This design comes from an exercise in tuning for small area, a short achievable clock period and few clock cycles on the open sky130 flow, not from production work.
In this exercise RTL edits were held to simulation tests only and were not proved equivalent to the original.
Power and IR drop assume default switching activity.

<file path="flow/flow/run.sh">
#!/bin/bash
# Standard layout, except that after global placement the port buffers that
# buffer_ports inserted (delay cells) are swapped for plain buffers, which the
# later repair steps can then size. Each tool's output goes to its own log here.
set -euo pipefail
R="$PWD/orfs/results/$FLOW_PLATFORM/cfu_mac/base"
bash standard.sh "$R/3_3_place_gp.odb" > standard_to_place_gp.log 2>&1
RESULTS="$R" openroad -no_init -exit flow/fix_ports.tcl > fix_ports.log 2>&1
bash standard.sh > standard_finish.log 2>&1
</file>
<file path="flow/flow/fix_ports.tcl">
# Swap the delay-cell port buffers for plain buffers of the same function.
read_liberty $::env(FLOW_HOME)/platforms/sky130hd/lib/sky130_fd_sc_hd__tt_025C_1v80.lib
read_db $::env(RESULTS)/3_3_place_gp.odb
set n 0
foreach inst [get_cells {input* output*}] {
  set master [get_property [get_lib_cells -of_objects $inst] name]
  if {[string match "sky130_fd_sc_hd__clkdlybuf*" $master]} {
    replace_cell $inst sky130_fd_sc_hd__buf_4
    incr n
  }
}
puts "replaced $n port buffers"
write_db $::env(RESULTS)/3_3_place_gp.odb
</file>
<file path="flow/standard.sh">
#!/bin/bash
# synth_recipe.tcl (not shown) runs the flow's synth.tcl, then flattens the netlist and writes it again
# the make line also repeats each setting of config.mk as NAME=value (left out here)
make -C /OpenROAD-flow-scripts/flow DESIGN_CONFIG=/design/flow/config.mk WORK_HOME=/design/flow/orfs CLKGATE_MAP_FILE= SYNTH_SCRIPT=/design/flow/synth_recipe.tcl "${@:-finish}"
</file>
<file path="flow/config.mk">
export PLATFORM = sky130hd
export DESIGN_NAME = cfu_mac
export DESIGN_NICKNAME = cfu_mac
export VERILOG_FILES = /design/flow/design.v
export SDC_FILE = /design/flow/constraint.sdc
export NUM_CORES = 4
export LEC_CHECK = 0
export CAP_MARGIN = 30
export CORE_MARGIN = 2
export CORE_UTILIZATION = 40
export SETUP_SLACK_MARGIN = 4
export SLEW_MARGIN = 30
</file>
<file path="flow/constraint.sdc">
create_clock -name core_clock -period 10.0 [get_ports {clk_i}]
set_input_delay 2.0000 -clock core_clock [delete_from_list [all_inputs] [get_ports {clk_i}]]
set_output_delay 2.0000 -clock core_clock [all_outputs]
set_load 0.01 [all_outputs]
</file>
<file path="flow/design.v">
package cfu_mac_pkg;
  typedef enum logic [2:0] {
    OP_NOP  = 3'd0,
    OP_MAC  = 3'd1,
    OP_MACU = 3'd2,
    OP_RDL  = 3'd3,
    OP_RDH  = 3'd4,
    OP_CLR  = 3'd5,
    OP_WR   = 3'd6,
    OP_RSVD = 3'd7
  } op_e;
  typedef enum logic [1:0] {
    StIdle,
    StBusy,
    StDone
  } state_e;
  localparam int unsigned CtrlOpLsb  = 0;
  localparam int unsigned CtrlOpW    = 3;
  localparam int unsigned CtrlIdxLsb = 3;
  localparam int unsigned CtrlIdxW   = 5;
endpackage
module cfu_mac_mul_iter (
  input  logic [63:0] ws_i,      
  input  logic [3:0]  one_i,     
  input  logic [3:0]  two_i,     
  input  logic [3:0]  neg_i,     
  input  logic        e4_i,      
  input  logic [1:0]  k_i,       
  output logic [4:0][63:0] row_o
);
  for (genvar j = 0; j < 4; j++) begin : g_row
    logic [63:0] m, lo_ok, hi_ok, top, cst, nin;
    always_comb begin
      for (int i = 0; i < 64; i++) begin
        m[i]     = (one_i[j] && (i >= 2 * j) && ws_i[(i >= 2 * j) ? i - 2 * j : 0]) ||
                   (two_i[j] && (i >= 2 * j + 1) && ws_i[(i >= 2 * j + 1) ? i - 2 * j - 1 : 0]);
        lo_ok[i] = (i >= 2 * j + 8 * k_i);
        hi_ok[i] = (i <= 2 * j + 8 * k_i + ((j == 0) ? 35 : 33));
        top[i]   = (i == 2 * j + 8 * k_i + ((j == 0) ? 35 : 33));
        cst[i]   = 1'b0;
        if (j == 0) begin
          cst[i] = (i == 8 * k_i + 36) || (i == 8 * k_i + 38) || (i >= 8 * k_i + 41);
        end
        nin[i]   = 1'b0;
        if (j != 0) nin[i] = (i == 2 * j - 2 + 8 * k_i) && neg_i[j-1];
      end
    end
    assign row_o[j] = (lo_ok & hi_ok & ({64{neg_i[j]}} ^ m ^ top)) | cst | nin;
  end
  logic [63:0] m4, lo4, hi4, top4, nin4;
  always_comb begin
    for (int i = 0; i < 64; i++) begin
      m4[i]   = e4_i && (i >= 8) && ws_i[(i >= 8) ? i - 8 : 0];
      lo4[i]  = (i >= 8 + 8 * k_i);
      hi4[i]  = (i <= 40 + 8 * k_i);
      top4[i] = (i == 40 + 8 * k_i);
      nin4[i] = (i == 6 + 8 * k_i) && neg_i[3];
    end
  end
  assign row_o[4] = (lo4 & hi4 & (m4 ^ top4)) | nin4;
endmodule
module cfu_mac #(
  parameter int unsigned XLEN    = 32,
  parameter int unsigned NUM_ACC = 4,
  parameter int unsigned MUL_BPC = 4,
  parameter int unsigned CTRL_W  = 8
) (
  input  logic              clk_i,
  input  logic              rst_ni,
  input  logic              stall_i,
  input  logic              valid_i,
  input  logic [CTRL_W-1:0] cfu_ctrl_i,
  input  logic [XLEN-1:0]   src1_i,
  input  logic [XLEN-1:0]   src2_i,
  output logic              stall_o,
  output logic [XLEN-1:0]   rslt_o
);
  logic [2:0]  op;
  logic [1:0]  idx;
  logic        is_mac, sgn, is_wr, is_clr, is_rdh;
  logic [31:0] a, b;
  assign op     = cfu_ctrl_i[2:0];
  assign idx    = cfu_ctrl_i[4:3];
  assign a      = src1_i;
  assign b      = src2_i;
  assign is_mac = (op == cfu_mac_pkg::OP_MAC) || (op == cfu_mac_pkg::OP_MACU);
  assign sgn    = (op == cfu_mac_pkg::OP_MAC);
  assign is_wr  = (op == cfu_mac_pkg::OP_WR);
  assign is_clr = (op == cfu_mac_pkg::OP_CLR);
  assign is_rdh = (op == cfu_mac_pkg::OP_RDH);
  logic [3:0] fits_a, fits_b, need;
  assign fits_a[0] = 1'b0;
  assign fits_b[0] = 1'b0;
  for (genvar c = 1; c < 4; c++) begin : g_fit
    assign fits_a[c] = sgn ? ((&a[31:c*8-1]) || !(|a[31:c*8-1])) : !(|a[31:c*8]);
    assign fits_b[c] = sgn ? ((&b[31:c*8-1]) || !(|b[31:c*8-1])) : !(|b[31:c*8]);
  end
  logic       use_a;   
  logic [1:0] k_q;     
  logic       more;    
  logic       ph_q;    
  logic       pl_q;    
  logic a8, b8, a16, b16;
  assign a8    = (&a[15:8]) || !(|a[15:8]);
  assign b8    = (&b[15:8]) || !(|b[15:8]);
  assign a16   = (&a[23:16]) || !(|a[23:16]);
  assign b16   = (&b[23:16]) || !(|b[23:16]);
  assign use_a = (a8 && !b8) || (!b8 && a16 && !b16);
  assign need = use_a ? ~fits_a : ~fits_b;
  always_comb begin
    case (k_q)
      2'd0:    more = need[1];
      2'd1:    more = need[2];
      2'd2:    more = need[3];
      default: more = 1'b0;
    endcase
  end
  logic [7:0] ach, bch;
  logic [3:0] one_a, two_a, neg_a, one_b, two_b, neg_b;
  logic [3:0] one, two, neg;
  logic       e4;
  assign ach = a[k_q*8 +: 8];
  assign bch = b[k_q*8 +: 8];
  function automatic logic [11:0] booth(input logic [7:0] c);
    logic [8:0]  x;
    logic [2:0]  t;
    logic [11:0] r;
    x = {c, 1'b0};
    for (int j = 0; j < 4; j++) begin
      t = x[2*j +: 3];
      r[j]     = t[1] ^ t[0];
      r[4 + j] = (t == 3'b100) || (t == 3'b011);
      r[8 + j] = t[2];
    end
    booth = r;
  endfunction
  assign {neg_a, two_a, one_a} = booth(ach);
  assign {neg_b, two_b, one_b} = booth(bch);
  logic dig_en;
  assign dig_en = is_mac && !(ph_q && pl_q);
  assign one = dig_en ? (use_a ? one_a : one_b) : 4'b0;
  assign two = dig_en ? (use_a ? two_a : two_b) : 4'b0;
  assign neg = dig_en ? (use_a ? neg_a : neg_b) : 4'b0;
  assign e4  = dig_en && (use_a ? ach[7] : bch[7]) && !(sgn && !more);
  logic [63:0] ws_a, ws_b, ws;
  assign ws_a = {{32{sgn && a[31]}}, a} << (8 * k_q);
  assign ws_b = {{32{sgn && b[31]}}, b} << (8 * k_q);
  assign ws   = use_a ? ws_b : ws_a;
  logic [4:0][63:0] row;
  cfu_mac_mul_iter u_mul (
    .ws_i  (ws),
    .one_i (one),
    .two_i (two),
    .neg_i (neg),
    .e4_i  (e4),
    .k_i   (k_q),
    .row_o (row)
  );
  logic [63:0]        acc_q [NUM_ACC];
  logic [NUM_ACC-1:0] z_q;
  logic [63:0]        acc_rd, xrow, sum;
  logic [63:0]        pa_q, pb_q, pc_q;
  always_comb begin
    acc_rd = '0;
    for (int i = 0; i < NUM_ACC; i++) begin
      if (idx == 2'(i) && !z_q[i]) acc_rd = acc_rd | acc_q[i];
    end
  end
  function automatic logic [127:0] csa(input logic [63:0] x, input logic [63:0] y,
                                       input logic [63:0] z);
    logic [63:0]  s, c;
    logic [127:0] r;
    s = x ^ y ^ z;
    c = ((x & y) | (x & z) | (y & z)) << 1;
    r = {c, s};
    csa = r;
  endfunction
  logic [63:0] s4, c4;
  assign {c4, s4} = csa(pa_q, pb_q, pc_q);
  assign sum  = s4 + c4;
  assign xrow = ph_q ? sum : (is_wr ? {b, a} : acc_rd);
  logic [63:0] s1, c1, s2, c2, s3, c3;
  assign {c1, s1} = csa(row[0], row[1], row[2]);
  assign {c2, s2} = csa(row[3], row[4], xrow);
  assign {c3, s3} = csa(s1, c1, s2);
  always_ff @(posedge clk_i) begin
    pa_q <= s3;
    pb_q <= c3;
    pc_q <= c2;
  end
  logic done, slow;
  assign slow    = is_mac || is_wr;
  assign done    = ph_q && pl_q;
  assign stall_o = slow && !done;
  always_comb begin
    if (ph_q && is_mac) begin
      rslt_o = sum[31:0];
    end else if (op == cfu_mac_pkg::OP_RDL || is_clr) begin
      rslt_o = acc_rd[31:0];
    end else if (is_rdh) begin
      rslt_o = acc_rd[63:32];
    end else begin
      rslt_o = '0;
    end
  end
  logic        wr_any, clr_any;
  logic [63:0] wdata;
  assign wr_any  = valid_i && !stall_i && slow && done;
  assign clr_any = valid_i && !stall_i && is_clr;
  assign wdata   = sum;
  for (genvar i = 0; i < NUM_ACC; i++) begin : g_acc
    always_ff @(posedge clk_i) begin
      if (wr_any && idx == 2'(i)) acc_q[i] <= wdata;
    end
    always_ff @(posedge clk_i or negedge rst_ni) begin
      if (!rst_ni) begin
        z_q[i] <= 1'b1;
      end else if (wr_any && idx == 2'(i)) begin
        z_q[i] <= 1'b0;
      end else if (clr_any && idx == 2'(i)) begin
        z_q[i] <= 1'b1;
      end
    end
  end
  always_ff @(posedge clk_i or negedge rst_ni) begin
    if (!rst_ni) begin
      ph_q <= 1'b0;
      pl_q <= 1'b0;
      k_q  <= '0;
    end else if (valid_i && slow && !done) begin
      ph_q <= 1'b1;
      pl_q <= !(more && is_mac);
      if (more && is_mac) k_q <= k_q + 2'd1;
    end else if (!stall_i) begin
      ph_q <= 1'b0;
      pl_q <= 1'b0;
      k_q  <= '0;
    end
  end
endmodule
</file>
==> impl_metrics.yaml, run 1 <==
timing:
  fin_crit_ns: 6.04
  hold_violations: 0
  worst_slew_pin_slew_ns: 1.15
  max-slew-margin-rel: 0.236
  post-route-period-util: 0.604
  timing.fmax_ghz: 0.165
  tns_ns: 0
  rsz0062_at_grt: "true"
  clock_skew_ns: 0.0378
  finalMaxSlewViolations: 0
  finalSetupViolCount: 0
clock_network:
  clock_latency_ns: 0.63
  ctsHtreeMaxLevel: 2
  ctsRootBufferMaster: "clkbuf_16"
  clk_pin_slew_ns: 0.06
  cts_hold_buf: 0
  cts_buffer_depth: 3
  cts.sinks: 449
  cts_buffers: 49
  cts_tree: "yes"
floorplanning:
  rows: 103
  core_sq_um: 79000
  fp.dieH_um: 287
  die_area_sq_um: 82200
  die_x_um: 287
  pin_count: 109
  initial_core_util: 0.405
worst_setup_path:
  crit_fanout: 64
  cp-end-kind: "output port"
  crit_arrival_ns: 4.04
  required_ns: 8.00
  path_class: "input pin to output port"
  start_kind: "input pin"
outcome:
  status: "complete, no violations"
logic_synthesis:
  yosys_warnings: 3
  syn_area_sq_um: 32000
  ys_async_sr_fraction: 0.0178
  ys_seq_area_frac: 0.363
  syn_inst: 3119
  synth_top_cell_area_share: 0.241
  synth_top_area_cell: "edfxtp_1"
  synth.distinct_cells: 98
  avgSynthCellArea_sq_um: 10.2
  yosys_most_used_dff: "edfxtp_1"
  synth_edf_count: 256
  synth.area.top_cells: "edfxtp_1, fa_1, dfxtp_1"
  synth_seq_cells: 449
global_route:
  grt_pass1_vias: 25400
  grt_max_degree: 75
  grt_usage: 0.302
  antenna_found_initial: 10
  overflow: 0
  grt_pass1_wl_um: 180000
power_and_ir_drop:
  combPwrFrac: 0.590
  power_frac_seq: 0.268
  swShare: 0.476
  power_density_nw_per_um2: 331
  p_int_mw: 6.45
  p_sw_mw: 5.86
  peakVddDrop_v: 0.000229
  clkPwrFrac: 0.142
  p_leak_nw: 14.4
worst_hold_path:
  holdCritPathClass: "flop to flop"
placement:
  numPortBuffers: 105
  gp_congestion: 1.04
  hpwl_um: 93100
route:
  ant_nets: 0
  wl_per_cell_um: 30.3
  totalWireLength_um: 130000
  drc: 0
  vias: 27400
  first_pass_iters: 9
  vias_per_cell: 6.38
  drtIter0Drc: 3482
layout:
  drive_gt1_frac: 0.181
  syn_to_final_growth_pct: 16.5
  nFillCells: 7467
  nets: 3597
  finish.utilization: 0.471
flow_run:
  maxCapViolCount: 0
-- cell type report --
| cell class | instances | area [sq um] | area share |
|---|---|---|---|
| flip-flops and latches | 449 | 11600 | 0.312 |
| multi-input cells | 2292 | 20100 | 0.541 |
| diodes | 1 | 2.50 | 0.0000672 |
| inverters | 148 | 556 | 0.0149 |
| well taps | 1050 | 1310 | 0.0353 |
| clock inverters | 34 | 278 | 0.00746 |
| clock buffers | 56 | 1250 | 0.0336 |
| repair buffers | 259 | 2090 | 0.0562 |
-- registers in the layout, summed over array words and instances, names as in the netlist --
signal  count
acc_q     256
pa_q       64
pb_q       63
pc_q       58
z_q         4
k_q         2
ph_q        1
pl_q        1
-- metrics by stage --
step                      total power [mW]  hold WS, ns  instance area (sq um)  cells  setup slack [ns]
after floorplan                       7.30        0.482                  32000   3119              3.76
after global placement                9.76        0.541                  34000   4108              2.09
after detailed placement              9.84        0.543                  33800   4114              2.69
after CTS                             11.9        0.552                  36000   4223              3.84
after global routing                  12.8        0.588                  37200   4288              3.94
final                                 12.3        0.557                  37200   4289              3.96
-- Yosys cell counts (11+ instances only) --
library cell / n
mux2i_1: 83
a211oi_1: 30
a221oi_1: 72
a22o_1: 64
o21ai_0: 145
a21o_1: 64
a31oi_1: 19
inv_1: 145
nand4_1: 28
xnor2_1: 120
ha_1: 91
and2_1: 18
buf_1: 15
o31a_1: 14
buf_2: 45
dfxtp_1: 185
nor4_1: 13
o21bai_1: 18
o22a_1: 11
nand2_1: 232
nor3_1: 22
nand2b_1: 24
o221ai_1: 45
or3_1: 17
xor2_1: 90
nor2_1: 265
a22oi_1: 17
clkbuf_1: 162
a21oi_1: 156
fa_1: 231
o22ai_1: 178
nand3_1: 28
a21oi_2: 11
edfxtp_1: 256
mux4_2: 21
-- layer usage --
layer	up-vias	wire length [um]	GRT usage	share of wire
met5	-	75	0	0.00058
met4	12	8240	0.158	0.063
met3	391	14700	0.0684	0.11
met2	1775	57000	0.463	0.44
met1	13600	49800	0.400	0.38
li1	11600	-	-	-
-- repair_timing --
action / CTS / global route
gates resized for setup: 98 / 122
buffers inserted: 17 / 56
cloned: 2 / 9
pin swaps: 11 / 26
setup endpoints to repair: 142 / 142
-- path summary, 6_finish.rpt --
path	startpoint	to	slack, ns	cells after the start
max in group asynchronous	rst_ni	z_q[3]	8.58	1
max	cfu_ctrl_i[4]	rslt_o[22]	3.96	8
max reg2reg	pa_q[13]	pa_q[52]	4.52	15
min reg2reg	z_q[0]	z_q[0]	0.56	2
min in group asynchronous	rst_ni	ph_q	1.22	1
min	z_q[0]	z_q[0]	0.56	2
-- power by group through the flow --
stage / Combinational (mW) / Clock (mW) / Sequential [mW]
finish: 7.26 / 1.75 / 3.30
global route: 7.65 / 1.85 / 3.34
CTS: 6.86 / 1.78 / 3.30
detailed placement: 6.50 / 0 / 3.34
global placement: 6.42 / 0 / 3.33
floorplan: 4.03 / 0 / 3.28
-- kinds of logic after synthesis --
| logic type | Yosys count | synth area share |
|---|---|---|
| other | 1 | 0.000117 |
| adders and majority gates | 322 | 0.180 |
| xor gates and xnor gates | 210 | 0.0575 |
| AOI/OAI and AO/OA | 923 | 0.199 |
| DFF | 449 | 0.363 |
| buffers and inverters | 388 | 0.0509 |
| muxes | 129 | 0.0519 |
| and+or+nand+nor | 697 | 0.0974 |
-- critical path: stages --
cell	delay, ns
buf_4	0.15
nor3_2	0.25
clkbuf_16	0.37
a22o_1	0.21
a221oi_1	0.05
buf_4	0.20
o221ai_1	0.42
buf_4	0.22
-- layout by cell type, fill, tap and decap left out, types with 28 or more instances in the layout --
cell type	n
nand3_1	28
clkbuf_16	50
buf_4	233
mux2i_1	61
a21oi_1	149
nand4_1	28
xor2_1	88
a21o_1	63
o22ai_1	177
nand2_1	219
nor2_1	249
xnor2_1	111
ha_1	87
o21ai_0	133
o221ai_1	42
fa_1	231
dfxtp_1	184
a22o_1	64
a221oi_1	42
edfxtp_1	256
inv_1	144
Testbench counts, summed over its fixed seeds: cycles 9,696.
==> run 2, diff against run 1 <==
--- a/flow/config.mk
+++ b/flow/config.mk
@@ -9,4 +9,4 @@
 export CORE_MARGIN = 2
 export CORE_UTILIZATION = 40
-export SETUP_SLACK_MARGIN = 4
+export SETUP_SLACK_MARGIN = 4.5
 export SLEW_MARGIN = 30
==> run 2 against run 1 <==
  * Still clean on timing, DRC and antenna
  * Count of clock-buffer cells in the layout rose by 12
  * Combinational power is 16% higher
  * Sequential cell count unchanged
  * Routed wire length up 13%
  * First-iteration DRC count is 22% higher
  * Clock power up 9.7%
  * Critical path type unchanged
==> impl_metrics.yaml, run 2 <==
outcome:
  status: "complete, no violations"
global_route:
  grt_usage: 0.327
  grt_pass1_vias: 27700
  antenna_found_initial: 6
  grt_max_degree: 99
  overflow: 0
  grt_pass1_wl_um: 195000
logic_synthesis:
  synth_most_common_cell: "nor2_1"
  yosys_most_used_dff: "edfxtp_1"
  synth.area.top_cells: "edfxtp_1, fa_1, dfxtp_1"
  avgSynthCellArea_sq_um: 10.2
  syn_area_sq_um: 32000
  syn_inst: 3119
  ys_async_sr_fraction: 0.0178
  synth_edf_count: 256
  yosys_warnings: 3
  synth.distinct_cells: 98
  synth_top_area_cell: "edfxtp_1"
  synth_seq_cells: 449
  synth_top_cell_area_share: 0.241
  ys_seq_area_frac: 0.363
  netlist_top_cells_count: "nor2_1, edfxtp_1, nand2_1, fa_1, dfxtp_1"
worst_setup_path:
  cpPeakStageDelay_ns: 0.47
  ff2ff_path_depth: 17
  crit_chain: "buf_12, clkinv_8, nand2_8, nor2_4, buf_6, bufbuf_16, a22o_1, a221oi_2, o221ai_4, buf_6"
  cp_num_buf_inv: 5
  required_ns: 8.00
  start_kind: "input pin"
  crit_fanout: 8
  path_class: "input pin to output port"
  crit_top_cell: "buf_6"
  cp-end-kind: "output port"
  crit_arrival_ns: 3.94
  cp.depth: 10
  crit_family: "compound AO/OA/AOI/OAI gates"
  crit_path_top_delay_cell: "a221oi_2"
layout:
  drive_gt1_frac: 0.335
  nFillCells: 6483
  nets: 3890
  largest_register_ff_count: 256
  layout_common_cells: "buf_4, edfxtp_1, nor2_1, fa_1, nand2_1"
  syn_to_final_growth_pct: 37.9
  finish.utilization: 0.558
  largestRegisters: "acc_q: 256 flops, pa_q: 64 flops, pb_q: 63 flops"
  post-route-cell-area_sq_um: 44100
  final_common_cell: "buf_4"
  regMostFlops: "acc_q"
  final_cells: 4585
placement:
  post_dp_cell_area_sq_um: 33900
  place_ws_ns: 2.67
  gp_congestion: 1.01
  hpwl_um: 92400
  dp_cells: 4108
  numPortBuffers: 105
floorplanning:
  die_x_um: 287
  pin_count: 109
  fp.dieH_um: 287
  die_area_sq_um: 82200
  core_sq_um: 79000
  rows: 103
  initial_core_util: 0.405
power_and_ir_drop:
  p_leak_nw: 16.9
  peakVddDrop_v: 0.000228
  power.total_mw: 13.7
  power_density_nw_per_um2: 310
flow_run:
  maxCapViolCount: 0
clock_network:
  clk_pin_slew_ns: 0.06
  ctsRootBufferMaster: "clkbuf_16"
  cts.sinks: 449
  cts_buffer_depth: 3
  cts_hold_buf: 0
  clock_latency_ns: 0.64
  ctsHtreeMaxLevel: 2
  cts_buffers: 49
  cts_tree: "yes"
worst_hold_path:
  hold_depth: 0
  holdCritPathClass: "flop to flop"
timing:
  finalSetupViolCount: 0
  fin_hold_ws_ns: 0.569
  timing.fmax_ghz: 0.168
  finalMaxSlewViolations: 0
  post-route-period-util: 0.594
  max-slew-margin-rel: 0.195
  fin_crit_ns: 5.94
  worst_slew_pin_slew_ns: 1.20
  clock_skew_ns: 0.0485
  rsz0062_at_grt: "true"
  hold_violations: 0
  fin_ws_ns: 4.06
  tns_ns: 0
route:
  vias_per_cell: 6.59
  ant_nets: 0
  vias: 30200
  drtIter0Drc: 4242
  first_pass_iters: 7
  drc: 0
  totalWireLength_um: 147000
  wl_per_cell_um: 32.0
## run 2: cells by family after synthesis
family | synth area share
compound gates | 0.199
xor+xnor | 0.0575
fa+ha+maj | 0.180
buf+inv | 0.0509
flops | 0.363
mux | 0.0519
other cells | 0.000117
simple gates | 0.0974
## run 2: final cells by class
cell class              instances  area (sq um)  share of cell area
multi-input cells            2303         23000               0.523
flip-flops and latches        449         11600               0.263
repair buffers                541          5830               0.132
clock buffers                  68          1420              0.0323
well taps                    1050          1310              0.0298
inverters                     148           569              0.0129
clock inverters                23           269             0.00610
diodes                          3          7.51            0.000170
## run 2: timing repair
action | in CTS | in global routing
setup buffers | 171 | 172
setup endpoints to repair | 202 | 146
gates cloned | 27 | 13
gates resized for setup | 468 | 425
pin swaps | 88 | 216
## run 2: final timing paths
path | from | endpoint | slack (ns)
setup reg to reg | pa_q[8] | pa_q[36] | 4.36
hold reg to reg | pa_q[0] | acc_q[1][0] | 0.57
setup / recovery | cfu_ctrl_i[3] | rslt_o[31] | 4.06
min in group asynchronous | rst_ni | k_q[1] | 1.21
hold / removal | pa_q[0] | acc_q[1][0] | 0.57
max in group asynchronous | rst_ni | z_q[0] | 8.56
## run 2: power by group
part	switching, mW	internal [mW]
combinational	5.35	3.09
clock	0.797	1.13
sequential	0.182	3.11
total	6.32	7.33
## run 2: worst reg2reg max path, stage by stage (launching register included)
cell and delay, ns:
dfxtp_2 0.32, fa_1 0.52, ha_4 0.30, buf_6 0.11, o21ai_4 0.06, nor4_4 0.31
nand2_1 0.11, buf_6 0.15, a2111oi_4 0.50, o21ai_2 0.19, buf_4 0.17, a21oi_1 0.30
a21oi_1 0.20, xnor2_1 0.73, nand2_1 0.11, o21ai_0 0.39, fa_1 0.59, fa_2 0.53
## run 2: routing by layer
layer  vias up  wire length, um  global-route usage
met1     14900            52200               0.409
met2      2349            62200               0.492
met3       740            19700               0.104
met5         -              173             0.00291
li1      12200                -                   -
met4         8            12500               0.199
==> run 3, diff against run 2 <==
--- a/flow/design.v
+++ b/flow/design.v
@@ -143,8 +143,8 @@
   assign neg = dig_en ? (use_a ? neg_a : neg_b) : 4'b0;
   assign e4  = dig_en && (use_a ? ach[7] : bch[7]) && !(sgn && !more);
-  logic [63:0] ws_a, ws_b, ws;
-  assign ws_a = {{32{sgn && a[31]}}, a} << (8 * k_q);
-  assign ws_b = {{32{sgn && b[31]}}, b} << (8 * k_q);
-  assign ws   = use_a ? ws_b : ws_a;
+  logic [31:0] wid;
+  logic [63:0] ws;
+  assign wid = use_a ? b : a;
+  assign ws  = {{32{sgn && wid[31]}}, wid} << (8 * k_q);
   logic [4:0][63:0] row;
   cfu_mac_mul_iter u_mul (
--- a/flow/config.mk
+++ b/flow/config.mk
@@ -9,4 +9,5 @@
 export CORE_MARGIN = 2
 export CORE_UTILIZATION = 40
-export SETUP_SLACK_MARGIN = 4.5
+export SETUP_SLACK_MARGIN = 4
 export SLEW_MARGIN = 30
+export TNS_END_PERCENT = 5
==> run 3 against run 2 <==
  * Power fell by 9.8%
  * Hold slack got worse by 0.037 ns
  * Register-to-register slack lost 0.48 ns
  * Critical endpoint is now pa_q[39]
  * Highest routed layer unchanged
==> impl_metrics.yaml, run 3 <==
layout:
  largest_register_ff_count: 256
  final-seq-area_sq_um: 11600
  multi_input_area_sq_um: 19600
  layout_common_cells: "nor2_1, edfxtp_1, nand2_1, fa_1, buf_4"
  regMostFlops: "acc_q"
  drive_gt1_frac: 0.157
  largestRegisters: "acc_q: 256 flops, pa_q: 64 flops, pb_q: 63 flops"
  n_antenna_cell: 0
  syn_to_final_growth_pct: 13.5
  final_common_cell: "nor2_1"
  finish.utilization: 0.457
  nFillCells: 7532
  final_cells: 4252
  post-route-cell-area_sq_um: 36500
  nets: 3548
global_route:
  antenna_found_initial: 3
  grt_usage: 0.288
  overflow: 0
  grt_pass1_wl_um: 174000
  grt_pass1_vias: 25200
  grt_max_degree: 62
worst_setup_path:
  crit_fanout: 5
  crit_top_cell: "fa_1"
  cpPeakStageDelay_ns: 0.86
  crit_chain: "fa_1, ha_1, nand2_1, or4_1, a211oi_2, or2_4, a21boi_4, o41ai_1, xor2_1, nor2_1, a21oi_1, fa_1, fa_1"
  crit_arrival_ns: 6.58
  cp-end-kind: "flop"
  required_ns: 10.46
  start_kind: "flop"
  path_class: "flop to flop"
  crit_path_top_delay_cell: "xor2_1"
timing:
  finalSetupViolCount: 0
  post-route-period-util: 0.612
  clock_skew_ns: 0.0522
  fin_crit_ns: 6.12
  fin_hold_ws_ns: 0.532
  tns_ns: 0
  worst_slew_pin_slew_ns: 1.13
  finalMaxSlewViolations: 0
  timing.fmax_ghz: 0.164
  hold_violations: 0
  max-slew-margin-rel: 0.239
  rsz0062_at_grt: "true"
  fin_ws_ns: 3.88
route:
  vias: 26600
  vias_per_cell: 6.26
  first_pass_iters: 8
  totalWireLength_um: 121000
  ant_nets: 0
  drc: 0
  drtIter0Drc: 3642
  wl_per_cell_um: 28.6
floorplanning:
  die_x_um: 288
  fp.dieH_um: 288
  rows: 104
  initial_core_util: 0.402
  die_area_sq_um: 82700
  core_sq_um: 80000
  pin_count: 109
logic_synthesis:
  yosys_warnings: 3
  yosys_most_used_dff: "edfxtp_1"
  synth.distinct_cells: 102
  avgSynthCellArea_sq_um: 10.3
  synth_top_cell_area_share: 0.239
  synth_top_area_cell: "edfxtp_1"
  syn_inst: 3120
  ys_async_sr_fraction: 0.0178
  syn_area_sq_um: 32200
  synth_most_common_cell: "nor2_1"
  ys_seq_area_frac: 0.360
  synth_edf_count: 256
  netlist_top_cells_count: "nor2_1, edfxtp_1, nand2_1, fa_1, dfxtp_1"
  synth.area.top_cells: "edfxtp_1, fa_1, dfxtp_1"
  synth_seq_cells: 449
clock_network:
  cts.sinks: 449
  clock_latency_ns: 0.63
  cts_buffers: 51
  ctsHtreeMaxLevel: 2
  cts_tree: "yes"
  cts_hold_buf: 0
  clk_pin_slew_ns: 0.06
  cts_buffer_depth: 3
  ctsRootBufferMaster: "clkbuf_16"
placement:
  gp_congestion: 1.00
  hpwl_um: 89300
  numPortBuffers: 105
  dp_cells: 4117
  post_dp_cell_area_sq_um: 33900
  place_ws_ns: 2.64
power_and_ir_drop:
  swShare: 0.479
  p_int_mw: 6.42
  power.total_mw: 12.3
  p_leak_nw: 14.3
  power_frac_seq: 0.267
  peakVddDrop_v: 0.000174
  p_sw_mw: 5.89
  power_density_nw_per_um2: 337
  clkPwrFrac: 0.154
  combPwrFrac: 0.579
flow_run:
  maxCapViolCount: 0
worst_hold_path:
  holdCritPathClass: "flop to flop"
outcome:
  status: "complete, no violations"
run 3: cell count changes after synthesis, sizes merged, moves of 21 or more:
cell,delta
clkbuf,-24
o21ai,-24
xor2,+26
a22oi,+55
mux2i,-21
o22ai,-68
run 3: metal layers:
layer,global-route usage,part of all wire
met1,0.387,0.39
met2,0.447,0.44
met3,0.0724,0.12
met4,0.112,0.047
met5,0,0.00016
run 3: area by class of cell:
type,count,area share
Sequential cell,449,0.318
Clock inverter,28,0.00832
Tap cell,1060,0.0363
Clock buffer,67,0.0385
Timing Repair Buffer,205,0.0461
Inverter,149,0.0153
Multi-Input combinational cell,2294,0.538
run 3: final timing paths:
kind | from | to | slack (ns) | depth (start not counted)
max | pa_q[19] | pa_q[39] | 3.88 | 13
min | pl_q | pl_q | 0.53 | 2
max reg2reg | pa_q[19] | pa_q[39] | 3.88 | 13
min reg2reg | pl_q | pl_q | 0.53 | 2
max in group asynchronous | rst_ni | z_q[1] | 8.58 | 1
min in group asynchronous | rst_ni | ph_q | 1.20 | 1
run 3: repair_timing:
| action | in CTS | in global routing |
|---|---|---|
| endpoints found under the hold margin | 0 | 0 |
| cloned | 3 | 0 |
| resized for setup | 56 | 51 |
| pin swaps | 12 | 12 |
| setup buffers | 21 | 16 |
| setup endpoints to repair | 156 | 132 |
run 3: power by group through the flow:
stage | Clock, mW | Combinational [mW] | Sequential, mW
floorplan | 0 | 3.93 | 3.26
global placement | 0 | 6.33 | 3.32
detailed placement | 0 | 6.40 | 3.33
CTS | 1.92 | 6.61 | 3.29
global route | 1.99 | 7.54 | 3.32
finish | 1.90 | 7.13 | 3.28
run 3: critical path: cells and delay by family, from the launching register on:
family                   cells  cell delay [ns]
AO/OA/AOI/OAI                4             1.80
XOR/XNOR                     1             0.86
AND/OR/NAND/NOR              4             1.05
flip-flops                   1             0.31
adder cells (fa/ha/maj)      4             1.93
run 3: cells by family after synthesis:
group / after synthesis / synth area share
mux: 107 / 0.0470
buf+inv: 380 / 0.0499
flops: 449 / 0.360
compound gates: 884 / 0.196
simple gates: 729 / 0.101
fa+ha+maj: 322 / 0.179
other cells: 1 / 0.000117
xor+xnor: 248 / 0.0675
Testbench counts of run 3, summed over its fixed seeds: cycles 9,696.
==> run 4, diff against run 3 <==
--- a/flow/config.mk
+++ b/flow/config.mk
@@ -9,5 +9,4 @@
 export CORE_MARGIN = 2
 export CORE_UTILIZATION = 40
-export SETUP_SLACK_MARGIN = 4
+export SETUP_SLACK_MARGIN = 3.8
 export SLEW_MARGIN = 30
-export TNS_END_PERCENT = 5
==> run 4 against run 3 <==
  * Area after synthesis stayed put
  * Critical path depth is 1 higher
  * Routed wire length is 0.28% lower
  * Die area stayed put
  * Combinational power is 2% lower
  * Critical endpoint is now pa_q[20]
  * Sequential power hardly changed
  * Register-to-register slack hardly changed
  * Sequential cell count stayed put
  * Largest cell class unchanged
  * Clock skew is 0.0039 ns higher
  * Clock power hardly changed
  * Power is 1.2% lower
  * Count of clock-buffer cells in the layout stayed put
==> impl_metrics.yaml, run 4 <==
logic_synthesis:
  synth.area.top_cells: "edfxtp_1, fa_1, dfxtp_1"
  synth.distinct_cells: 102
  avgSynthCellArea_sq_um: 10.3
  syn_area_sq_um: 32200
  yosys_warnings: 3
  ys_seq_area_frac: 0.360
  synth_seq_cells: 449
  synth_top_area_cell: "edfxtp_1"
  syn_inst: 3120
  synth_most_common_cell: "nor2_1"
  synth_edf_count: 256
  netlist_top_cells_count: "nor2_1, edfxtp_1, nand2_1, fa_1, dfxtp_1"
  synth_top_cell_area_share: 0.239
  yosys_most_used_dff: "edfxtp_1"
  ys_async_sr_fraction: 0.0178
worst_setup_path:
  cp_num_buf_inv: 2
  cpPeakStageDelay_ns: 0.74
  crit_family: "compound AO/OA/AOI/OAI gates"
  required_ns: 10.51
  path_class: "input pin to flop"
  crit_arrival_ns: 6.73
  crit_fanout: 10
  cp-end-kind: "flop"
  start_kind: "input pin"
  crit_path_top_delay_cell: "mux2i_1"
  crit_chain: "buf_4, or4_1, nor2_1, a221oi_4, o21ai_4, buf_4, mux2i_1, mux2i_1, a21oi_2, o22ai_1, xnor2_1, nor2_1, fa_1, fa_1"
layout:
  layout_common_cells: "nor2_1, edfxtp_1, nand2_1, fa_1, dfxtp_1"
  largestRegisters: "acc_q: 256 flops, pa_q: 64 flops, pb_q: 63 flops"
  largest_register_ff_count: 256
  drive_gt1_frac: 0.148
  post-route-cell-area_sq_um: 36300
  final_common_cell: "nor2_1"
  regMostFlops: "acc_q"
  syn_to_final_growth_pct: 12.7
  nets: 3539
timing:
  worst_slew_pin_slew_ns: 1.17
  post-route-period-util: 0.622
  timing.fmax_ghz: 0.161
  fin_ws_ns: 3.78
  finalSetupViolCount: 0
  fin_crit_ns: 6.22
  rsz0062_at_grt: "true"
  finalMaxSlewViolations: 0
  max-slew-margin-rel: 0.215
  hold_violations: 0
  clock_skew_ns: 0.0561
  tns_ns: 0
clock_network:
  ctsHtreeMaxLevel: 2
  cts_tree: "yes"
  clk_pin_slew_ns: 0.06
  ctsRootBufferMaster: "clkbuf_16"
  cts.sinks: 449
  clock_latency_ns: 0.64
  cts_buffer_depth: 3
  cts_buffers: 51
route:
  drc: 0
  wl_per_cell_um: 28.5
  drtIter0Drc: 3378
  ant_nets: 0
  totalWireLength_um: 121000
  vias_per_cell: 6.23
  first_pass_iters: 6
  vias: 26400
placement:
  place_ws_ns: 2.64
  post_dp_cell_area_sq_um: 33900
  gp_congestion: 1.00
  numPortBuffers: 105
  hpwl_um: 89300
power_and_ir_drop:
  power_frac_seq: 0.270
  power_density_nw_per_um2: 335
  p_leak_nw: 14.2
  clkPwrFrac: 0.156
  peakVddDrop_v: 0.000176
  p_int_mw: 6.32
  power.total_mw: 12.2
  combPwrFrac: 0.574
  swShare: 0.480
  p_sw_mw: 5.84
outcome:
  status: "complete, no violations"
global_route:
  grt_pass1_vias: 25200
  overflow: 0
  antenna_found_initial: 4
  grt_pass1_wl_um: 174000
  grt_max_degree: 62
  grt_usage: 0.287
floorplanning:
  initial_core_util: 0.402
  core_sq_um: 80000
  fp.dieH_um: 288
  die_area_sq_um: 82700
  die_x_um: 288
  rows: 104
  pin_count: 109
worst_hold_path:
  holdCritPathClass: "flop to flop"
flow_run:
  maxCapViolCount: 0
[run 4: final cells by class]
type	count	area, sq um
timing repair buffer	196	1570
clock inverter	28	304
fill	7575	43800
clock buffer	67	1410
antenna	1	2.50
sequential	449	11600
inverter	149	559
tap	1060	1330
multi-input combinational	2294	19500
[run 4: worst register-to-register path, stage by stage (launching register included)]
cell      delay [ns]
dfxtp_1         0.31
fa_1            0.47
ha_1            0.45
and4_1          0.22
and3_1          0.18
a221oi_1        0.09
buf_4           0.19
buf_12          0.13
a211oi_2        0.28
or2_1           0.32
a21boi_4        0.15
o41ai_1         0.71
xor2_1          0.77
nor2_1          0.08
a21oi_1         0.62
fa_1            0.55
fa_1            0.44
[run 4: what timing repair did]
item,in CTS,in global routing
resized for setup,35,30
hold buffers,0,0
endpoints found under the setup margin,136,101
pin swaps,9,7
cloned,3,0
setup buffers,13,15
[run 4: power groups by stage]
| stage | registers [mW] | logic [mW] | clock network (mW) |
|---|---|---|---|
| floorplan | 3.26 | 3.93 | 0 |
| global placement | 3.32 | 6.33 | 0 |
| detailed placement | 3.33 | 6.40 | 0 |
| CTS | 3.29 | 6.54 | 1.92 |
| global route | 3.32 | 7.39 | 1.99 |
| finish | 3.28 | 6.97 | 1.90 |
[run 4: logic make-up (layout without fill, tap and decap cells)]
family                   count (synthesis)  count (layout)  synth area share
AO/OA/AOI/OAI                          884             885             0.196
XOR/XNOR                               248             248            0.0675
adder cells (fa/ha/maj)                322             322             0.179
buffers and inverters                  380             440            0.0499
flip-flops                             449             449             0.360
multiplexers                           107             107            0.0470
other                                    1               2          0.000117
AND/OR/NAND/NOR                        729             731             0.101
[run 4: routing by layer]
layer | vias up | GRT usage | part of all wire
met5 | - | 0 | 0.00016
met4 | 4 | 0.112 | 0.046
met3 | 297 | 0.0758 | 0.12
met2 | 1611 | 0.444 | 0.44
met1 | 13100 | 0.383 | 0.39
li1 | 11400 | - | -
[run 4: through the flow]
step / util / hold WS (ns) / cells
final: 0.453 / 0.533 / 4244
after global routing: 0.453 / 0.565 / 4243
after CTS: 0.449 / 0.530 / 4228
after detailed placement: 0.424 / 0.517 / 4117
after global placement: 0.426 / 0.525 / 4111
after floorplan: - / 0.482 / 3120
[run 4: worst paths after layout]
check	slack, ns	from	cells past startpoint	to
setup reg to reg	3.89	pa_q[11]	16	pa_q[39]
min in group asynchronous	1.21	rst_ni	1	ph_q
hold reg to reg	0.53	pl_q	2	pl_q
hold / removal	0.53	pl_q	2	pl_q
setup / recovery	3.78	src2_i[21]	14	pa_q[20]
max in group asynchronous	8.58	rst_ni	1	z_q[1]
==> run 5, diff against run 4 <==
--- a/flow/config.mk
+++ b/flow/config.mk
@@ -9,4 +9,4 @@
 export CORE_MARGIN = 2
 export CORE_UTILIZATION = 40
-export SETUP_SLACK_MARGIN = 3.8
+export SETUP_SLACK_MARGIN = 4.2
 export SLEW_MARGIN = 30
==> run 5 against run 4 <==
  * Fmax up 4.3%
  * Die area unchanged
  * Sequential share of layout area is 1.6 points lower
  * Count of clock-buffer cells in the layout stayed put
  * Global-route usage increased by 0.56 points
  * Area after synthesis did not move
  * Clock skew decreased by 0.0032 ns
  * Design area is 5.3% higher
==> impl_metrics.yaml, run 5 <==
layout:
  finish.utilization: 0.477
  largest_register_ff_count: 256
  drive_gt1_frac: 0.206
  layout_common_cells: "nor2_1, edfxtp_1, fa_1, nand2_1, buf_4"
  multi_input_area_sq_um: 20600
  syn_to_final_growth_pct: 18.7
  nFillCells: 7326
  final-seq-area_sq_um: 11600
  largestRegisters: "acc_q: 256 flops, pa_q: 64 flops, pb_q: 63 flops"
  final_common_cell: "nor2_1"
  final_cells: 4310
  nets: 3604
  regMostFlops: "acc_q"
  post-route-cell-area_sq_um: 38200
worst_setup_path:
  cp-end-kind: "flop"
  cpPeakStageDelay_ns: 0.83
  crit_chain: "fa_1, ha_1, nand4_1, o21bai_1, a221oi_2, buf_4, buf_12, a211oi_2, or2_4, a21boi_4, buf_4, o41ai_1, xor2_2, nor2_1, a21oi_1, fa_1, fa_1"
  cp_num_buf_inv: 3
  crit_family: "compound AO/OA/AOI/OAI gates"
  required_ns: 10.47
  start_kind: "flop"
  crit_arrival_ns: 6.43
  crit_top_cell: "fa_1"
  crit_path_top_delay_cell: "o41ai_1"
  path_class: "flop to flop"
  crit_fanout: 6
logic_synthesis:
  synth_edf_count: 256
  avgSynthCellArea_sq_um: 10.3
  syn_inst: 3120
  ys_seq_area_frac: 0.360
  netlist_top_cells_count: "nor2_1, edfxtp_1, nand2_1, fa_1, dfxtp_1"
  ys_async_sr_fraction: 0.0178
  synth_top_cell_area_share: 0.239
  synth.distinct_cells: 102
  yosys_warnings: 3
  synth.area.top_cells: "edfxtp_1, fa_1, dfxtp_1"
  syn_area_sq_um: 32200
  yosys_most_used_dff: "edfxtp_1"
  synth_most_common_cell: "nor2_1"
  synth_seq_cells: 449
  synth_top_area_cell: "edfxtp_1"
clock_network:
  clk_pin_slew_ns: 0.06
  cts_buffer_depth: 3
  ctsHtreeMaxLevel: 2
  ctsRootBufferMaster: "clkbuf_16"
  cts_hold_buf: 0
  cts_buffers: 51
  clock_latency_ns: 0.64
  cts.sinks: 449
  cts_tree: "yes"
timing:
  hold_violations: 0
  fin_crit_ns: 5.97
  fin_hold_ws_ns: 0.532
  worst_slew_pin_slew_ns: 1.16
  clock_skew_ns: 0.0530
  timing.fmax_ghz: 0.168
  fin_ws_ns: 4.03
  tns_ns: 0
  finalSetupViolCount: 0
  max-slew-margin-rel: 0.218
  post-route-period-util: 0.597
  finalMaxSlewViolations: 0
  rsz0062_at_grt: "true"
floorplanning:
  core_sq_um: 80000
  pin_count: 109
  fp.dieH_um: 288
  initial_core_util: 0.402
  rows: 104
  die_x_um: 288
  die_area_sq_um: 82700
route:
  totalWireLength_um: 126000
  first_pass_iters: 6
  vias_per_cell: 6.33
  ant_nets: 0
  wl_per_cell_um: 29.2
  vias: 27300
  drtIter0Drc: 3640
  drc: 0
placement:
  dp_cells: 4117
  place_ws_ns: 2.64
  post_dp_cell_area_sq_um: 33900
  gp_congestion: 1.00
  hpwl_um: 89300
  numPortBuffers: 105
worst_hold_path:
  holdCritPathClass: "flop to flop"
global_route:
  grt_usage: 0.292
  grt_max_degree: 62
  antenna_found_initial: 8
  grt_pass1_vias: 25600
  overflow: 0
  grt_pass1_wl_um: 177000
flow_run:
  maxCapViolCount: 0
power_and_ir_drop:
  power_density_nw_per_um2: 339
  peakVddDrop_v: 0.000171
  p_leak_nw: 14.8
  power.total_mw: 12.9
outcome:
  status: "complete, no violations"
## run 5: power breakdown
| part | internal [mW] | total [mW] | leakage (nW) | switching [mW] |
|---|---|---|---|---|
| registers | 3.11 | 3.29 | 3.93 | 0.176 |
| clock network | 1.10 | 1.91 | 0.831 | 0.806 |
| logic | 2.59 | 7.75 | 10.1 | 5.17 |
| total | 6.80 | 12.9 | 14.8 | 6.15 |
## run 5: path summary, 6_finish.rpt
kind                             to  cells past startpoint     start  slack [ns]
min                            pl_q                      2      pl_q        0.53
max reg2reg                pa_q[39]                     17  pa_q[14]        4.03
max                        pa_q[39]                     17  pa_q[14]        4.03
max in group asynchronous    z_q[1]                      1    rst_ni        8.58
min in group asynchronous      ph_q                      1    rst_ni        1.20
min reg2reg                    pl_q                      2      pl_q        0.53
## run 5: what timing repair did
action,CTS,global route
cloned,7,4
gates resized for setup,166,138
setup buffers,45,40
setup endpoints to repair,185,141
pin swaps,31,45
## run 5: area by class of cell
type                            instances  area share
Clock buffer                           67      0.0368
Antenna cell                            2    0.000131
Multi-Input combinational cell       2296       0.540
Clock inverter                         28     0.00796
Timing Repair Buffer                  259      0.0620
Tap cell                             1060      0.0347
Inverter                              149      0.0146
Sequential cell                       449       0.304
## run 5: tightest hold or removal path: cells and delay by family, from the launching register on
| family | cells | cell delay (ns) |
|---|---|---|
| AND/OR/NAND/NOR | 2 | 0.13 |
| flip-flops | 1 | 0.37 |
## run 5: per-layer routing
metal / track usage / wire, um / up-vias
met1: 0.386 / 48100 / 13500
met2: 0.452 / 55200 / 1808
met4: 0.130 / 7200 / 10
met3: 0.0769 / 15200 / 405
li1: - / - / 11500
met5: 0 / 59 / -
## run 5: kinds of logic (layout without fill, tap and decap cells)
| family | count (synthesis) | count (layout) | share of synthesized area |
|---|---|---|---|
| xor+xnor | 248 | 248 | 0.0675 |
| mux | 107 | 108 | 0.0470 |
| flops | 449 | 449 | 0.360 |
| fa+ha+maj | 322 | 322 | 0.179 |
| buf+inv | 380 | 503 | 0.0499 |
| simple gates | 729 | 732 | 0.101 |
| compound gates | 884 | 885 | 0.196 |
| other cells | 1 | 3 | 0.000117 |
==> run 6, diff against run 5 <==
--- a/flow/config.mk
+++ b/flow/config.mk
@@ -9,4 +9,5 @@
 export CORE_MARGIN = 2
 export CORE_UTILIZATION = 40
-export SETUP_SLACK_MARGIN = 4.2
+export SETUP_SLACK_MARGIN = 4
 export SLEW_MARGIN = 30
+export SYNTH_HIERARCHICAL = 1
==> run 6 against run 5 <==
  * Still clean on timing, DRC and antenna
  * Clock skew is 0.0011 ns lower
  * Count of clock-buffer cells in the layout shrank 1
  * Combinational power increased by 1%
  * Area after synthesis increased by 5.5%
  * Non-clock buffer count decreased by 63
  * Sequential power rose by 4%
  * Die area grew 5.4%
  * Setup slack worse by 0.067 ns
  * Utilization decreased by 1.7 points
  * Critical path depth fell by 7
  * Critical path type is now flop to output port
==> impl_metrics.yaml, run 6 <==
outcome:
  status: "complete, no violations"
clock_network:
  clock_latency_ns: 0.64
  cts_tree: "yes"
  ctsRootBufferMaster: "clkbuf_16"
  cts.sinks: 454
  clk_pin_slew_ns: 0.06
  ctsHtreeMaxLevel: 2
  cts_hold_buf: 0
  cts_buffers: 49
  cts_buffer_depth: 3
layout:
  post-route-cell-area_sq_um: 38500
  drive_gt1_frac: 0.138
  finish.utilization: 0.460
  syn_to_final_growth_pct: 13.5
  final_common_cell: "inv_1"
  layout_common_cells: "inv_1, nor2_1, edfxtp_1, fa_1, a22oi_1"
  regMostFlops: "acc_q"
  multi_input_area_sq_um: 20600
  final-seq-area_sq_um: 11700
  nFillCells: 7861
  largestRegisters: "acc_q: 256 flops, pa_q: 64 flops"
  n_antenna_cell: 0
  final_cells: 4614
  nets: 3851
  largest_register_ff_count: 256
logic_synthesis:
  synth_top_cell_area_share: 0.226
  synth.distinct_cells: 88
  netlist_top_cells_count: "inv_1, nor2_1, edfxtp_1, fa_1, a22oi_1"
  synth_top_area_cell: "edfxtp_1"
  yosys_most_used_dff: "edfxtp_1"
  synth_edf_count: 256
  syn_area_sq_um: 34000
  ys_async_sr_fraction: 0.0176
  yosys_warnings: 9
  synth_seq_cells: 454
  avgSynthCellArea_sq_um: 9.79
  synth.area.top_cells: "edfxtp_1, fa_1, dfxtp_1"
  syn_inst: 3467
  ys_seq_area_frac: 0.344
  synth_most_common_cell: "inv_1"
worst_setup_path:
  cp-end-kind: "output port"
  crit_path_top_delay_cell: "fa_1"
  cp_num_buf_inv: 1
  start_kind: "flop"
  path_class: "flop to output port"
  crit_fanout: 6
  crit_chain: "fa_1, ha_1, a21o_1, o21bai_1, a311oi_1, nand2_1, a31oi_1, xor2_2, o21ai_0, buf_4"
  required_ns: 8.00
  cpPeakStageDelay_ns: 0.50
  crit_family: "compound AO/OA/AOI/OAI gates"
  crit_arrival_ns: 4.03
route:
  drc: 0
  ant_nets: 0
  vias: 26900
  wl_per_cell_um: 25.5
  vias_per_cell: 5.83
  totalWireLength_um: 118000
  first_pass_iters: 6
  drtIter0Drc: 3262
timing:
  max-slew-margin-rel: 0.249
  timing.fmax_ghz: 0.166
  fin_crit_ns: 6.03
  finalMaxSlewViolations: 0
  tns_ns: 0
  finalSetupViolCount: 0
  fin_ws_ns: 3.97
  clock_skew_ns: 0.0519
  rsz0062_at_grt: "true"
  hold_violations: 0
  post-route-period-util: 0.603
  fin_hold_ws_ns: 0.546
  worst_slew_pin_slew_ns: 1.12
global_route:
  grt_pass1_vias: 25000
  grt_max_degree: 82
  grt_usage: 0.264
  overflow: 0
  grt_pass1_wl_um: 170000
  antenna_found_initial: 0
placement:
  post_dp_cell_area_sq_um: 35500
  gp_congestion: 0.963
  numPortBuffers: 105
  dp_cells: 4481
  hpwl_um: 84300
  place_ws_ns: 2.83
power_and_ir_drop:
  peakVddDrop_v: 0.000201
  p_leak_nw: 15.4
  power.total_mw: 13.2
  power_density_nw_per_um2: 343
floorplanning:
  die_area_sq_um: 87200
  rows: 106
  pin_count: 109
  core_sq_um: 83800
  fp.dieH_um: 295
  initial_core_util: 0.405
  die_x_um: 295
flow_run:
  maxCapViolCount: 0
worst_hold_path:
  holdCritPathClass: "flop to flop"
-- run 6: what timing repair did --
action,4_1_cts,5_1_grt
resized for setup,88,82
pin swaps,10,5
endpoints found under the setup margin,154,135
setup buffers,23,10
cloned,4,2
-- run 6: kinds of logic (layout without fill, tap and decap cells) --
family,after synthesis,after routing,synth area share
muxes,90,90,0.0329
adders and majority gates,336,336,0.179
other,2,24,0.000221
and+or+nand+nor,715,720,0.0978
buffers and inverters,671,657,0.0815
xor gates and xnor gates,309,309,0.0797
AOI/OAI and AO/OA,890,890,0.184
DFF,454,454,0.344
-- run 6: worst register-to-register path: stages (launching register included) --
cell and delay (ns):
dfxtp_1 0.32, fa_1 0.47, ha_1 0.44, and3_1 0.27, nand4_1 0.11, a21oi_1 0.28, o41ai_4 0.17, buf_4 0.17
a2111oi_2 0.53, nor2_2 0.17, o31ai_1 0.31, xor2_1 0.49, a21o_1 0.33, fa_1 0.49, fa_1 0.46
-- run 6: where the power goes --
part | internal [mW] | switching [mW] | leakage (nW)
Combinational | 2.57 | 5.28 | 10.6
Clock | 1.13 | 0.815 | 0.854
Sequential | 3.22 | 0.202 | 3.97
-- run 6: final timing paths --
kind                          start          end  slack [ns]  cells past startpoint
min                         pa_q[0]  acc_q[2][0]        0.55                      0
max in group asynchronous    rst_ni       z_q[3]        8.59                      1
max reg2reg                pa_q[11]     pa_q[49]        4.84                     14
min in group asynchronous    rst_ni         pl_q        1.20                      1
min reg2reg                 pa_q[0]  acc_q[2][0]        0.55                      0
max                        pa_q[16]   rslt_o[30]        3.97                     10
-- run 6: cell type report --
type / instances / area share
Clock buffer: 66 / 0.0363
Clock inverter: 26 / 0.00919
Inverter: 369 / 0.0359
Multi-Input combinational cell: 2369 / 0.535
Sequential cell: 454 / 0.304
Tap cell: 1134 / 0.0368
Timing Repair Buffer: 196 / 0.0433
-- run 6: layer usage --
metal | vias up | GRT usage | part of all wire
li1 | 11900 | - | -
met4 | 0 | 0.111 | 0.048
met2 | 1431 | 0.373 | 0.41
met5 | - | 0 | 0
met1 | 13300 | 0.393 | 0.44
met3 | 222 | 0.0483 | 0.10
-- run 6: Yosys stat by module (local to each module, per instance) --
module	copies in the design	flip-flops and latches	cell area [sq um]
cfu_mac	1	454	27600
cfu_mac_mul_iter	1	0	6400
==> run 7, diff against run 6 <==
--- a/flow/config.mk
+++ b/flow/config.mk
@@ -9,5 +9,5 @@
 export CORE_MARGIN = 2
 export CORE_UTILIZATION = 40
+export PLACE_DENSITY = 0.85
 export SETUP_SLACK_MARGIN = 4
 export SLEW_MARGIN = 30
-export SYNTH_HIERARCHICAL = 1
==> run 7 against run 6 <==
  * Still clean
  * Via count rose by 3.6%
  * Clock skew is 0.0047 ns higher
  * Fmax shrank 0.60%
  * Die area is 5.1% lower
  * Critical path depth rose by 3
  * Count of clock-buffer cells in the layout down 8
  * Critical endpoint is now pa_q[42]
==> impl_metrics.yaml, run 7 <==
timing:
  timing.fmax_ghz: 0.165
  clock_skew_ns: 0.0566
  max-slew-margin-rel: 0.193
  rsz0062_at_grt: "true"
  worst_slew_pin_slew_ns: 1.20
  post-route-period-util: 0.607
  tns_ns: 0
  finalSetupViolCount: 0
  finalMaxSlewViolations: 0
  fin_crit_ns: 6.07
  hold_violations: 0
logic_synthesis:
  netlist_top_cells_count: "nor2_1, edfxtp_1, nand2_1, fa_1, dfxtp_1"
  syn_area_sq_um: 32200
  syn_inst: 3120
  ys_seq_area_frac: 0.360
  synth.distinct_cells: 102
  synth_top_cell_area_share: 0.239
  synth.area.top_cells: "edfxtp_1, fa_1, dfxtp_1"
  synth_top_area_cell: "edfxtp_1"
  yosys_most_used_dff: "edfxtp_1"
  ys_async_sr_fraction: 0.0178
  synth_most_common_cell: "nor2_1"
  synth_edf_count: 256
  yosys_warnings: 3
  avgSynthCellArea_sq_um: 10.3
  synth_seq_cells: 449
worst_setup_path:
  start_kind: "flop"
  crit_path_top_delay_cell: "xnor2_1"
  crit_arrival_ns: 6.53
  cp-end-kind: "flop"
  crit_top_cell: "fa_1"
  required_ns: 10.46
  crit_family: "compound AO/OA/AOI/OAI gates"
  cp_num_buf_inv: 0
  crit_chain: "fa_1, ha_4, nand2_1, o221a_1, o31a_1, o31a_1, o22ai_1, a21boi_0, xnor2_1, nor2_1, a21oi_1, fa_1, fa_1"
  path_class: "flop to flop"
  crit_fanout: 7
  cpPeakStageDelay_ns: 1.00
power_and_ir_drop:
  swShare: 0.480
  power.total_mw: 12.4
  combPwrFrac: 0.578
  clkPwrFrac: 0.157
  p_leak_nw: 14.4
  p_int_mw: 6.45
  p_sw_mw: 5.96
  power_density_nw_per_um2: 336
  peakVddDrop_v: 0.000279
  power_frac_seq: 0.266
floorplanning:
  initial_core_util: 0.402
  fp.dieH_um: 288
  die_x_um: 288
  core_sq_um: 80000
  die_area_sq_um: 82700
  rows: 104
  pin_count: 109
layout:
  layout_common_cells: "nor2_1, edfxtp_1, fa_1, nand2_1, dfxtp_1"
  largestRegisters: "acc_q: 256 flops, pa_q: 64 flops, pb_q: 63 flops"
  final_common_cell: "nor2_1"
  final_cells: 4248
  regMostFlops: "acc_q"
  nets: 3545
  syn_to_final_growth_pct: 14.6
  nFillCells: 7118
  largest_register_ff_count: 256
  drive_gt1_frac: 0.161
clock_network:
  cts_buffers: 47
  cts.sinks: 449
  ctsHtreeMaxLevel: 2
  cts_buffer_depth: 3
  clock_latency_ns: 0.64
  ctsRootBufferMaster: "clkbuf_16"
  clk_pin_slew_ns: 0.07
  cts_tree: "yes"
global_route:
  grt_usage: 0.287
  grt_pass1_vias: 26600
  overflow: 0
  grt_max_degree: 75
  grt_pass1_wl_um: 176000
  antenna_found_initial: 6
worst_hold_path:
  holdCritPathClass: "flop to flop"
flow_run:
  maxCapViolCount: 0
route:
  drc: 0
  first_pass_iters: 8
  wl_per_cell_um: 29.2
  vias_per_cell: 6.56
  vias: 27900
  totalWireLength_um: 124000
  drtIter0Drc: 4538
  ant_nets: 0
outcome:
  status: "complete, no violations"
placement:
  numPortBuffers: 105
  gp_congestion: 1.04
  hpwl_um: 85500
  dp_cells: 4105
run 7: changes by cell type after synthesis, moves of 57 or more:
cell     previous run  this run
a22oi_1           231        67
nand2_1           184       241
xor2_1            180       116
o22ai_1             9       110
and2_1             75        13
inv_1             366       148
run 7: final timing paths:
| check | endpoint | depth (start not counted) | start | slack (ns) |
|---|---|---|---|---|
| min in group asynchronous | k_q[1] | 1 | rst_ni | 1.20 |
| max in group asynchronous | z_q[2] | 1 | rst_ni | 8.57 |
| min reg2reg | z_q[0] | 2 | z_q[0] | 0.56 |
| max reg2reg | pa_q[42] | 13 | pa_q[13] | 3.93 |
| max | pa_q[42] | 13 | pa_q[13] | 3.93 |
| min | z_q[0] | 2 | z_q[0] | 0.56 |
run 7: layer usage:
metal,global-route usage,vias up,part of all wire
li1,-,11400,-
met1,0.351,13400,0.33
met2,0.436,2536,0.43
met3,0.103,555,0.16
met4,0.172,12,0.078
met5,0,-,0.0013
run 7: cells by family (layout without fill, tap and decap cells):
kind of cell | count (synthesis) | after routing | share of synthesized area
flops | 449 | 449 | 0.360
buf+inv | 380 | 442 | 0.0499
simple gates | 729 | 732 | 0.101
other cells | 1 | 4 | 0.000117
fa+ha+maj | 322 | 322 | 0.179
xor+xnor | 248 | 248 | 0.0675
compound gates | 884 | 884 | 0.196
mux | 107 | 107 | 0.0470
run 7: worst reg2reg max path, stage by stage, from the launching register on:
cell and delay (ns):
dfxtp_1 0.33, fa_1 0.53, ha_4 0.35, nand2_1 0.16, o221a_1 0.29, o31a_1 0.17
o31a_1 0.37, o22ai_1 0.67, a21boi_0 0.35, xnor2_1 1.00, nor2_1 0.13, a21oi_1 0.57
fa_1 0.56, fa_1 0.44
run 7: area by class of cell:
type | instances | area (sq um) | area share
multi-input combinational | 2294 | 19900 | 0.540
sequential | 449 | 11600 | 0.315
timing repair buffer | 206 | 1750 | 0.0475
tap | 1060 | 1330 | 0.0360
clock buffer | 58 | 1270 | 0.0344
inverter | 149 | 559 | 0.0152
clock inverter | 29 | 439 | 0.0119
antenna | 3 | 7.51 | 0.000204
run 7: timing repair:
action	CTS	global route
gates resized for setup	66	97
setup buffers	29	18
cloned	2	4
setup endpoints to repair	194	128
hold buffers	0	0
pin swaps	15	21
run 7: power groups by stage:
| stage | Combinational [mW] | Sequential, mW | Clock [mW] |
|---|---|---|---|
| 6_report | 7.16 | 3.29 | 1.95 |
| 4_1_cts | 6.53 | 3.29 | 1.94 |
| 2_1_floorplan | 3.93 | 3.26 | 0 |
| 3_3_place_gp | 6.09 | 3.31 | 0 |
| 3_5_place_dp | 6.25 | 3.33 | 0 |
| 5_1_grt | 7.45 | 3.32 | 2.01 |
run 7: through the flow:
| step | setup WS (ns) | hold WS, ns | util | instance area [sq um] |
|---|---|---|---|---|
| after global routing | 3.93 | 0.587 | 0.461 | 36900 |
| after floorplan | 3.84 | 0.482 | - | 32200 |
| after CTS | 3.93 | 0.558 | 0.451 | 36100 |
| after detailed placement | 2.49 | 0.542 | 0.422 | 33800 |
| final | 3.93 | 0.564 | 0.461 | 36900 |
| after global placement | 1.93 | 0.541 | 0.426 | 34100 |
==> run 8, diff against run 7 <==
--- a/flow/config.mk
+++ b/flow/config.mk
@@ -9,5 +9,5 @@
 export CORE_MARGIN = 2
 export CORE_UTILIZATION = 40
-export PLACE_DENSITY = 0.85
+export PLACE_DENSITY = 0.92
 export SETUP_SLACK_MARGIN = 4
 export SLEW_MARGIN = 30
==> run 8 against run 7 <==
  * Register-to-register slack lost 0.42 ns
  * Die area did not move
  * Cell count rose by 0.31%
  * Fmax down 6.5%
  * Clock power decreased by 6%
  * Highest routed layer unchanged
  * Critical endpoint is now pa_q[46]
  * Design area barely moved
==> impl_metrics.yaml, run 8 <==
timing:
  finalSetupViolCount: 0
  clock_skew_ns: 0.0620
  finalMaxSlewViolations: 0
  timing.fmax_ghz: 0.154
  hold_violations: 0
  fin_crit_ns: 6.49
  rsz0062_at_grt: "true"
  worst_slew_pin_slew_ns: 1.21
  tns_ns: 0
  post-route-period-util: 0.649
  max-slew-margin-rel: 0.191
  fin_ws_ns: 3.51
clock_network:
  clk_pin_slew_ns: 0.06
  cts_buffers: 45
  clock_latency_ns: 0.65
  cts_tree: "yes"
  cts_hold_buf: 0
  ctsRootBufferMaster: "clkbuf_16"
  cts.sinks: 449
  ctsHtreeMaxLevel: 2
  cts_buffer_depth: 3
logic_synthesis:
  synth_top_cell_area_share: 0.239
  syn_area_sq_um: 32200
  syn_inst: 3120
  synth_top_area_cell: "edfxtp_1"
  yosys_warnings: 3
  synth_most_common_cell: "nor2_1"
  avgSynthCellArea_sq_um: 10.3
  netlist_top_cells_count: "nor2_1, edfxtp_1, nand2_1, fa_1, dfxtp_1"
  yosys_most_used_dff: "edfxtp_1"
  synth_edf_count: 256
  synth.area.top_cells: "edfxtp_1, fa_1, dfxtp_1"
  ys_async_sr_fraction: 0.0178
  synth.distinct_cells: 102
  ys_seq_area_frac: 0.360
  synth_seq_cells: 449
power_and_ir_drop:
  power_density_nw_per_um2: 338
  p_leak_nw: 14.3
  swShare: 0.487
  combPwrFrac: 0.588
  peakVddDrop_v: 0.000315
  p_sw_mw: 6.07
  power_frac_seq: 0.265
  clkPwrFrac: 0.148
  p_int_mw: 6.38
flow_run:
  maxCapViolCount: 0
layout:
  largestRegisters: "acc_q: 256 flops, pa_q: 64 flops, pb_q: 63 flops"
  syn_to_final_growth_pct: 14.5
  drive_gt1_frac: 0.166
  nFillCells: 6769
  largest_register_ff_count: 256
  regMostFlops: "acc_q"
  finish.utilization: 0.461
  final_common_cell: "nor2_1"
  layout_common_cells: "nor2_1, edfxtp_1, fa_1, nand2_1, buf_4"
  nets: 3558
route:
  wl_per_cell_um: 29.3
  first_pass_iters: 22
  drtIter0Drc: 5844
  wl_met3_um: 22400
  drc: 0
  dr_wl_met2_um: 51700
  totalWireLength_um: 125000
  highest_layer: "met5"
  vias_per_cell: 6.83
  vias: 29100
  m1WireLength_um: 37900
  ant_nets: 0
global_route:
  grt_pass1_vias: 27200
  overflow: 0
  antenna_found_initial: 10
  grt_pass1_wl_um: 174000
  grt_usage: 0.282
  grt_max_degree: 86
worst_hold_path:
  holdCritPathClass: "flop to flop"
placement:
  hpwl_um: 82300
  place_ws_ns: 2.43
  numPortBuffers: 105
  gp_congestion: 1.07
worst_setup_path:
  required_ns: 10.47
  start_kind: "flop"
  crit_arrival_ns: 6.96
  cp-end-kind: "flop"
  crit_fanout: 7
  path_class: "flop to flop"
floorplanning:
  rows: 104
  core_sq_um: 80000
  pin_count: 109
  initial_core_util: 0.402
  fp.dieH_um: 288
  die_x_um: 288
  die_area_sq_um: 82700
outcome:
  status: "complete, no violations"
[run 8: cell counts after synthesis]
No cell type changed its count.
[run 8: cell type report]
class | instances | area, sq um | share of cell area
Sequential cell | 449 | 11600 | 0.315
Tap cell | 1060 | 1330 | 0.0360
Clock buffer | 58 | 1200 | 0.0327
Timing Repair Buffer | 219 | 1860 | 0.0505
Clock inverter | 26 | 380 | 0.0103
Antenna cell | 4 | 10.0 | 0.000272
Multi-Input combinational cell | 2296 | 19900 | 0.540
Inverter | 149 | 559 | 0.0152
[run 8: cells by family (layout without fill, tap and decap cells)]
family,after synthesis,count (layout),share of synthesized area
xor gates and xnor gates,248,248,0.0675
AOI/OAI and AO/OA,884,884,0.196
and+or+nand+nor,729,733,0.101
muxes,107,108,0.0470
adders and majority gates,322,322,0.179
buffers and inverters,380,452,0.0499
other,1,5,0.000117
DFF,449,449,0.360
[run 8: worst paths after layout]
path / startpoint / endpoint / slack [ns] / cells after the start
worst max-delay path: pa_q[13] / pa_q[46] / 3.51 / 14
worst min-delay path: pl_q / pl_q / 0.56 / 2
worst max register to register: pa_q[13] / pa_q[46] / 3.51 / 14
worst min register to register: pl_q / pl_q / 0.56 / 2
max in group asynchronous: rst_ni / z_q[1] / 8.59 / 1
min in group asynchronous: rst_ni / pl_q / 1.20 / 1
[run 8: stage by stage]
stage / cells / hold WS (ns) / power [mW] / area [sq um]
floorplan: 3120 / 0.482 / 7.19 / 32200
global placement: 4100 / 0.515 / 9.20 / 34000
detailed placement: 4100 / 0.527 / 9.46 / 33700
CTS: 4204 / 0.547 / 11.5 / 35800
global route: 4258 / 0.571 / 12.6 / 36900
finish: 4261 / 0.558 / 12.4 / 36900
[run 8: routing by layer]
layer	vias up	track usage
li1	11400	-
met1	13600	0.328
met2	3161	0.421
met3	938	0.122
met4	16	0.188
met5	-	0.00233
[run 8: worst max-delay path: stages, from the launching register on]
cell      delay [ns]
dfxtp_1         0.31
fa_1            0.49
ha_2            0.44
nand2_1         0.20
o221a_1         0.29
o31a_1          0.33
o31a_1          0.49
o22ai_1         0.66
a21boi_0        0.32
o31ai_1         0.33
xor2_1          0.84
nor2_1          0.12
a21oi_1         0.53
fa_1            0.55
fa_1            0.45
[run 8: power by group through the flow]
| stage | registers (mW) | logic, mW | clock network (mW) |
|---|---|---|---|
| 3_3_place_gp | 3.30 | 5.90 | 0 |
| 3_5_place_dp | 3.32 | 6.14 | 0 |
| 6_report | 3.29 | 7.31 | 1.84 |
| 4_1_cts | 3.29 | 6.35 | 1.81 |
| 2_1_floorplan | 3.26 | 3.93 | 0 |
| 5_1_grt | 3.32 | 7.42 | 1.89 |
[run 8: timing repair]
action	4_1_cts	5_1_grt
gates resized for setup	57	114
gates cloned	4	4
pin swaps	10	16
buffers inserted	16	47
endpoints found under the setup margin	159	133
hold endpoints to repair	0	0

==> static timing again, ports no longer ideal <==
Ports are ideal in the flow. The routed layouts listed here were re-timed in OpenROAD. Step 1: set_driving_cell puts a clkbuf_16 on clk_i and a buf_2 on each other input, an assumption about the parent block. Step 2 also shifts input and output timing later by t, the mid clock arrival at the registers, as if the neighbouring blocks saw the same clock. a / b / c = ideal ports / drivers / drivers and shift; a / b = the first two.
run	shift t [ns]	setup slack, ns
run 1	0.678	3.955 / 3.912 / 3.420
run 2	0.692	4.062 / 3.987 / 3.640
run 3	0.671	3.884 / 3.884 / 3.270
run 4	0.673	3.779 / 3.732 / 3.142
run 5	0.673	4.033 / 4.033 / 3.535
run 6	0.684	3.966 / 3.898 / 3.483
run 7	0.677	3.929 / 3.900 / 3.418
run 8	0.685	3.510 / 3.510 / 3.287
After both steps setup and hold are still met in every run listed.
